This design comes from an exercise in tuning for small area, a short achievable clock period and few clock cycles on the open sky130 flow, not from production work. Only simulation tests tie the RTL to the original design; equivalence was not proved. Power figures rest on the tool's default switching activity, not on a simulated workload.

==> 10-28: inputs <==
// segmax_stream
module segmax_stream
#(
   parameter int DATA_W = segmax_pkg::DATA_W_DEF,
   parameter int LANES  = 8,
   parameter int CNT_W  = 16
) (
   input  logic                    clk,
   input  logic                    rst,
   input  logic [1:0]              seg_mode,
   input  logic                    in_valid,
   output logic                    in_ready,
   input  logic [LANES*DATA_W-1:0] in_data,
   input  logic                    in_last,
   output logic                    out_valid,
   input  logic                    out_ready,
   output logic [LANES*DATA_W-1:0] out_max,
   output logic [CNT_W-1:0]        out_beats
);
==> module segmax_tree, before the edit <==
module segmax_tree
#(
   parameter int DATA_W = segmax_pkg::DATA_W_DEF
) (
   input  logic [DATA_W-1:0] a_i,
   input  logic [DATA_W-1:0] b_i,
   output logic [DATA_W-1:0] max_o
);
   assign max_o = ($signed(a_i) > $signed(b_i)) ? a_i : b_i;
endmodule
==> module segmax_stream, before the edit <==
module segmax_stream
#(
   parameter int DATA_W = segmax_pkg::DATA_W_DEF,
   parameter int LANES  = 8,
   parameter int CNT_W  = 16
) (
   input  logic                    clk,
   input  logic                    rst,
   input  logic [1:0]              seg_mode,
   input  logic                    in_valid,
   output logic                    in_ready,
   input  logic [LANES*DATA_W-1:0] in_data,
   input  logic                    in_last,
   output logic                    out_valid,
   input  logic                    out_ready,
   output logic [LANES*DATA_W-1:0] out_max,
   output logic [CNT_W-1:0]        out_beats
);
   logic                  in_row_q, out_valid_q, stall, accept, first;
   logic                  m2_q, m4_q, m2, m4;         
   logic                  v1_q, first1_q, last1_q, one1_q, m4_1_q;
   logic [DATA_W-1:0]     lane  [8];
   logic [DATA_W-1:0]     p     [4];
   logic [DATA_W-1:0]     q     [2];
   logic [DATA_W-1:0]     r_q   [4];
   logic [DATA_W-1:0]     all_max;
   logic [DATA_W-1:0]     seg   [4];
   logic [DATA_W-1:0]     upd   [4];
   logic [DATA_W-1:0]     acc_q [4];
   logic [CNT_W-1:0]      cnt_q;
   assign stall     = out_valid_q && !out_ready;
   assign in_ready  = !stall;
   assign accept    = in_valid && !stall;
   assign first     = !in_row_q;
   assign m2        = first ? (seg_mode == 2'd1) : m2_q;
   assign m4        = first ? (seg_mode == 2'd2) : m4_q;
   for (genvar i = 0; i < 8; i++) begin : g_lane
      assign lane[i] = in_data[i*DATA_W +: DATA_W];
   end
   for (genvar i = 0; i < 4; i++) begin : g_p
      segmax_tree #(.DATA_W(DATA_W)) u_p (.a_i(lane[2*i]), .b_i(lane[2*i+1]), .max_o(p[i]));
   end
   for (genvar i = 0; i < 2; i++) begin : g_q
      segmax_tree #(.DATA_W(DATA_W)) u_q (.a_i(p[2*i]), .b_i(p[2*i+1]), .max_o(q[i]));
   end
   always_ff @(posedge clk) begin
      if (!stall) begin
         first1_q <= first;
         last1_q  <= in_last;
         one1_q   <= !m2 && !m4;
         m4_1_q   <= m4;
         r_q[0]   <= m4 ? p[0] : q[0];
         r_q[1]   <= m4 ? p[1] : q[1];
         r_q[2]   <= m4 ? p[2] : '0;
         r_q[3]   <= m4 ? p[3] : '0;
         if (accept && first) begin
            m2_q <= m2;
            m4_q <= m4;
         end
      end
   end
   segmax_tree #(.DATA_W(DATA_W)) u_all (.a_i(r_q[0]), .b_i(r_q[1]), .max_o(all_max));
   assign seg[0] = one1_q ? all_max : r_q[0];
   assign seg[1] = one1_q ? '0      : r_q[1];
   assign seg[2] = r_q[2];
   assign seg[3] = r_q[3];
   for (genvar k = 0; k < 4; k++) begin : g_acc
      segmax_tree #(.DATA_W(DATA_W)) u_acc (.a_i(acc_q[k]), .b_i(seg[k]), .max_o(upd[k]));
      always_ff @(posedge clk) begin
         if (v1_q && !stall) acc_q[k] <= first1_q ? seg[k] : upd[k];
      end
      assign out_max[k*DATA_W +: DATA_W] = acc_q[k];
   end
   assign out_max[LANES*DATA_W-1:4*DATA_W] = '0;
   assign out_valid = out_valid_q;
   assign out_beats = cnt_q;
   always_ff @(posedge clk) begin
      if (v1_q && !stall) begin
         if (first1_q)          cnt_q <= CNT_W'(1);
         else if (!(&cnt_q))    cnt_q <= cnt_q + 1'b1;
      end
   end
   always_ff @(posedge clk) begin
      if (rst) begin
         in_row_q    <= 1'b0;
         v1_q        <= 1'b0;
         out_valid_q <= 1'b0;
      end else if (!stall) begin
         if (accept) in_row_q <= !in_last;
         v1_q        <= accept;
         out_valid_q <= v1_q && last1_q;
      end
   end
endmodule
Settings: LEC_CHECK=0, CAP_MARGIN=20, CORE_MARGIN=2, CORE_UTILIZATION=40, SLEW_MARGIN=20; clock period 10.0 ns.
run.sh (not shown) runs the stock make flow with config.mk's settings and CLKGATE_MAP_FILE= SYNTH_SCRIPT=/design/flow/synth_recipe.tcl, a recipe that flattens the netlist after the stock synthesis.
==> 08-15: changes against 10-28 <==
==> flow/design.v (replaced) <==
package segmax_pkg;
   localparam int DATA_W_DEF = 32;
endpackage
module segmax_gt
#(
   parameter int DATA_W = segmax_pkg::DATA_W_DEF
) (
   input  logic [DATA_W-1:0] a_i,
   input  logic [DATA_W-1:0] b_i,
   output logic              gt_o
);
   localparam int LV = (DATA_W <= 2) ? 1 : (DATA_W <= 4) ? 2 : (DATA_W <= 8) ? 3 :
                       (DATA_W <= 16) ? 4 : (DATA_W <= 32) ? 5 : 6;
   logic [DATA_W-1:0] g [LV+1];
   logic [DATA_W-1:0] p [LV+1];
   for (genvar i = 0; i < DATA_W; i++) begin : g_bit
      if (i == DATA_W-1) begin : g_sign
         assign g[0][i] = !a_i[i] && b_i[i];
         assign p[0][i] = !a_i[i] || b_i[i];
      end else begin : g_mag
         assign g[0][i] = a_i[i] && !b_i[i];
         assign p[0][i] = a_i[i] || !b_i[i];
      end
   end
   for (genvar l = 0; l < LV; l++) begin : g_lvl
      localparam int N = DATA_W >> (l + 1);
      for (genvar j = 0; j < N; j++) begin : g_node
         assign g[l+1][j] = g[l][2*j+1] || (p[l][2*j+1] && g[l][2*j]);
         assign p[l+1][j] = p[l][2*j+1] && p[l][2*j];
      end
      for (genvar j = N; j < DATA_W; j++) begin : g_pad
         assign g[l+1][j] = 1'b0;
         assign p[l+1][j] = 1'b0;
      end
   end
   assign gt_o = g[LV][0];
endmodule
module segmax_tree
#(
   parameter int DATA_W = segmax_pkg::DATA_W_DEF
) (
   input  logic [DATA_W-1:0] a_i,
   input  logic [DATA_W-1:0] b_i,
   output logic [DATA_W-1:0] max_o
);
   logic gt;
   segmax_gt #(.DATA_W(DATA_W)) u_gt (.a_i(a_i), .b_i(b_i), .gt_o(gt));
   assign max_o = gt ? a_i : b_i;
endmodule
module segmax_stream
#(
   parameter int DATA_W = segmax_pkg::DATA_W_DEF,
   parameter int LANES  = 8,
   parameter int CNT_W  = 16
) (
   input  logic                    clk,
   input  logic                    rst,
   input  logic [1:0]              seg_mode,
   input  logic                    in_valid,
   output logic                    in_ready,
   input  logic [LANES*DATA_W-1:0] in_data,
   input  logic                    in_last,
   output logic                    out_valid,
   input  logic                    out_ready,
   output logic [LANES*DATA_W-1:0] out_max,
   output logic [CNT_W-1:0]        out_beats
);
   logic                  in_row_q, out_valid_q, stall, accept, first;
   logic                  m2_q, m4_q, m2, m4;         
   logic                  v1_q, first1_q, last1_q, two1_q, four1_q, one1;
   logic [DATA_W-1:0]     lane  [8];
   logic [DATA_W-1:0]     p     [4];
   logic [DATA_W-1:0]     p_q   [4];
   logic [DATA_W-1:0]     acc_q [4];
   logic [CNT_W-1:0]      cnt_q;
   logic                  upd, load1;
   logic [DATA_W-1:0]     acc_cmp [4];
   logic                  g10, g20, g30, g21, g31, g32;
   logic [3:0]            x;
   logic                  s00, s01, s02, s03, s11, s12, s13, s22, s33;
   assign stall     = out_valid_q && !out_ready;
   assign in_ready  = !(out_valid_q && v1_q);
   assign accept    = in_valid && in_ready;
   assign first     = !in_row_q;
   assign m2        = first ? (seg_mode == 2'd1) : m2_q;
   assign m4        = first ? (seg_mode == 2'd2) : m4_q;
   for (genvar i = 0; i < 8; i++) begin : g_lane
      assign lane[i] = in_data[i*DATA_W +: DATA_W];
   end
   for (genvar i = 0; i < 4; i++) begin : g_p
      segmax_tree #(.DATA_W(DATA_W)) u_p (.a_i(lane[2*i]), .b_i(lane[2*i+1]), .max_o(p[i]));
   end
   assign load1 = !(stall && v1_q);
   always_ff @(posedge clk) begin
      if (load1) begin
         first1_q <= first;
         last1_q  <= in_last;
         two1_q   <= m2;
         four1_q  <= m4;
         for (int i = 0; i < 4; i++) p_q[i] <= p[i];
      end
      if (accept && first) begin
         m2_q <= m2;
         m4_q <= m4;
      end
   end
   assign acc_cmp[0] = acc_q[0];
   assign acc_cmp[1] = four1_q ? acc_q[1] : acc_q[0];
   assign acc_cmp[2] = four1_q ? acc_q[2] : two1_q ? acc_q[1] : acc_q[0];
   assign acc_cmp[3] = four1_q ? acc_q[3] : two1_q ? acc_q[1] : acc_q[0];
   segmax_gt #(.DATA_W(DATA_W)) u_g10 (.a_i(p_q[1]), .b_i(p_q[0]), .gt_o(g10));
   segmax_gt #(.DATA_W(DATA_W)) u_g20 (.a_i(p_q[2]), .b_i(p_q[0]), .gt_o(g20));
   segmax_gt #(.DATA_W(DATA_W)) u_g30 (.a_i(p_q[3]), .b_i(p_q[0]), .gt_o(g30));
   segmax_gt #(.DATA_W(DATA_W)) u_g21 (.a_i(p_q[2]), .b_i(p_q[1]), .gt_o(g21));
   segmax_gt #(.DATA_W(DATA_W)) u_g31 (.a_i(p_q[3]), .b_i(p_q[1]), .gt_o(g31));
   segmax_gt #(.DATA_W(DATA_W)) u_g32 (.a_i(p_q[3]), .b_i(p_q[2]), .gt_o(g32));
   for (genvar j = 0; j < 4; j++) begin : g_x
      segmax_gt #(.DATA_W(DATA_W)) u_x (.a_i(p_q[j]), .b_i(acc_cmp[j]), .gt_o(x[j]));
   end
   assign one1 = !two1_q && !four1_q;
   assign upd  = v1_q && !stall;
   assign s00 = (first1_q || x[0]) && (four1_q || (!g10 && (two1_q || (!g20 && !g30))));
   assign s01 = (first1_q || x[1]) && !four1_q && g10 && (two1_q || (!g21 && !g31));
   assign s02 = (first1_q || x[2]) && one1 && g20 && g21 && !g32;
   assign s03 = (first1_q || x[3]) && one1 && g30 && g31 && g32;
   assign s11 = (first1_q || x[1]) && four1_q;
   assign s12 = (first1_q || x[2]) && two1_q && !g32;
   assign s13 = (first1_q || x[3]) && two1_q && g32;
   assign s22 = (first1_q || x[2]) && four1_q;
   assign s33 = (first1_q || x[3]) && four1_q;
   always_ff @(posedge clk) begin
      if (upd) begin
         if (s00 || s01 || s02 || s03)
            acc_q[0] <= ({DATA_W{s00}} & p_q[0]) | ({DATA_W{s01}} & p_q[1]) |
                        ({DATA_W{s02}} & p_q[2]) | ({DATA_W{s03}} & p_q[3]);
         if (s11 || s12 || s13 || first1_q)
            acc_q[1] <= ({DATA_W{s11}} & p_q[1]) | ({DATA_W{s12}} & p_q[2]) |
                        ({DATA_W{s13}} & p_q[3]);
         if (s22 || first1_q) acc_q[2] <= {DATA_W{four1_q}} & p_q[2];
         if (s33 || first1_q) acc_q[3] <= {DATA_W{four1_q}} & p_q[3];
         if (first1_q)          cnt_q <= CNT_W'(1);
         else if (!(&cnt_q))    cnt_q <= cnt_q + 1'b1;
      end
   end
   for (genvar k = 0; k < 4; k++) begin : g_out
      assign out_max[k*DATA_W +: DATA_W] = acc_q[k];
   end
   assign out_max[LANES*DATA_W-1:4*DATA_W] = '0;
   assign out_valid = out_valid_q;
   assign out_beats = cnt_q;
   always_ff @(posedge clk) begin
      if (rst) begin
         in_row_q    <= 1'b0;
         v1_q        <= 1'b0;
         out_valid_q <= 1'b0;
      end else begin
         if (accept) in_row_q <= !in_last;
         if (load1)  v1_q <= accept;
         if (!stall) out_valid_q <= v1_q && last1_q;
      end
   end
endmodule
==> flow/flow/run.sh (new file) <==
#!/bin/bash
# The standard layout, with plain buffers on the ports instead of delay cells,
# and timing repair aiming a little further below the clock period.
# make's full output goes to standard.log; each ORFS step logs under orfs/logs.
export BUFFER_PORTS_ARGS="-buffer_cell sky130_fd_sc_hd__buf_1"
bash standard.sh SETUP_SLACK_MARGIN=7.0 finish > standard.log 2>&1
==> flow/standard.sh (new file) <==
#!/bin/bash
# synth_recipe.tcl (not shown) runs the flow's synth.tcl, then flattens the netlist and writes it again
# the make line also repeats each setting of config.mk as NAME=value (left out here)
make -C /OpenROAD-flow-scripts/flow DESIGN_CONFIG=/design/flow/config.mk WORK_HOME=/design/flow/orfs CLKGATE_MAP_FILE= SYNTH_SCRIPT=/design/flow/synth_recipe.tcl "${@:-finish}"
- ABC_AREA: default -> 1
- SETUP_SLACK_MARGIN: default -> 5
- TNS_END_PERCENT: default -> 5
removed: flow/run.sh
==> qor summary <==
| item | 10-28 | 08-15 |
|---|---|---|
| Met2 capacity usage during global routing | 42.2% | 47.0% |
| Fraction of area in registers | 30.2% | 29.5% |
| Post-synth EDFFs | 277 | 278 |
| Internal power consumption | 3.09 mW | 2.94 mW |
| Sequential standard cell area | 0.00838 mm2 | 0.00841 mm2 |
| Clock latency on the worst-skew pair | 0.54 ns | 0.56 ns |
| Number of fillers in the final layout | 5000 | 5862 |
| Initial antenna violation count | 11 | 10 |
| Setup crit start | in_data[239] | in_data[43] |
| Non-clock buffers, area share | 16.2% | 10.9% |
| Run status | finished clean | finished clean |
| Clock skew | 0.0150 ns | 0.0176 ns |
| Post-placement setup slack | 1.23 ns | 4.66 ns |
| Share of synthesized area occupied by flip-flops and latches | 37.9% | 36.6% |
Testbench counts of 10-28, summed over its fixed seeds: cycles 21,117.
Testbench counts of 08-15, summed over its fixed seeds: cycles 22,349.

-- afterwards: timing with drivers on the ports --
The results above use ideal ports. As a check the final layouts listed here were re-extracted and re-timed, cells and wires unchanged.
Step 1: set_driving_cell puts a clkbuf_16 on clk and a buf_2 on each other input, an assumption about the parent block.
Step 2, shift: input delay + t, output delay - t, t = (earliest + latest rising clock arrival at the registers) / 2. This alone moves slack from input paths to output paths.
Three values: no drivers, after step 1, after step 2; two values: the first two.
run | t, ns | slack for setup (ns) | worst slew at a driven data input, ns | cell pins on the clock port's net
10-28 | 0.593 | 1.733 / 1.757 / 1.164 | 0.10 | 1
08-15 | 0.597 | 6.534 / 6.513 / 5.916 | 0.11 | 1
After both steps setup and hold are still met in every run listed. For 08-15, which loses most, drivers alone change the setup slack by -0.021 ns; drivers and shift together by -0.618 ns.
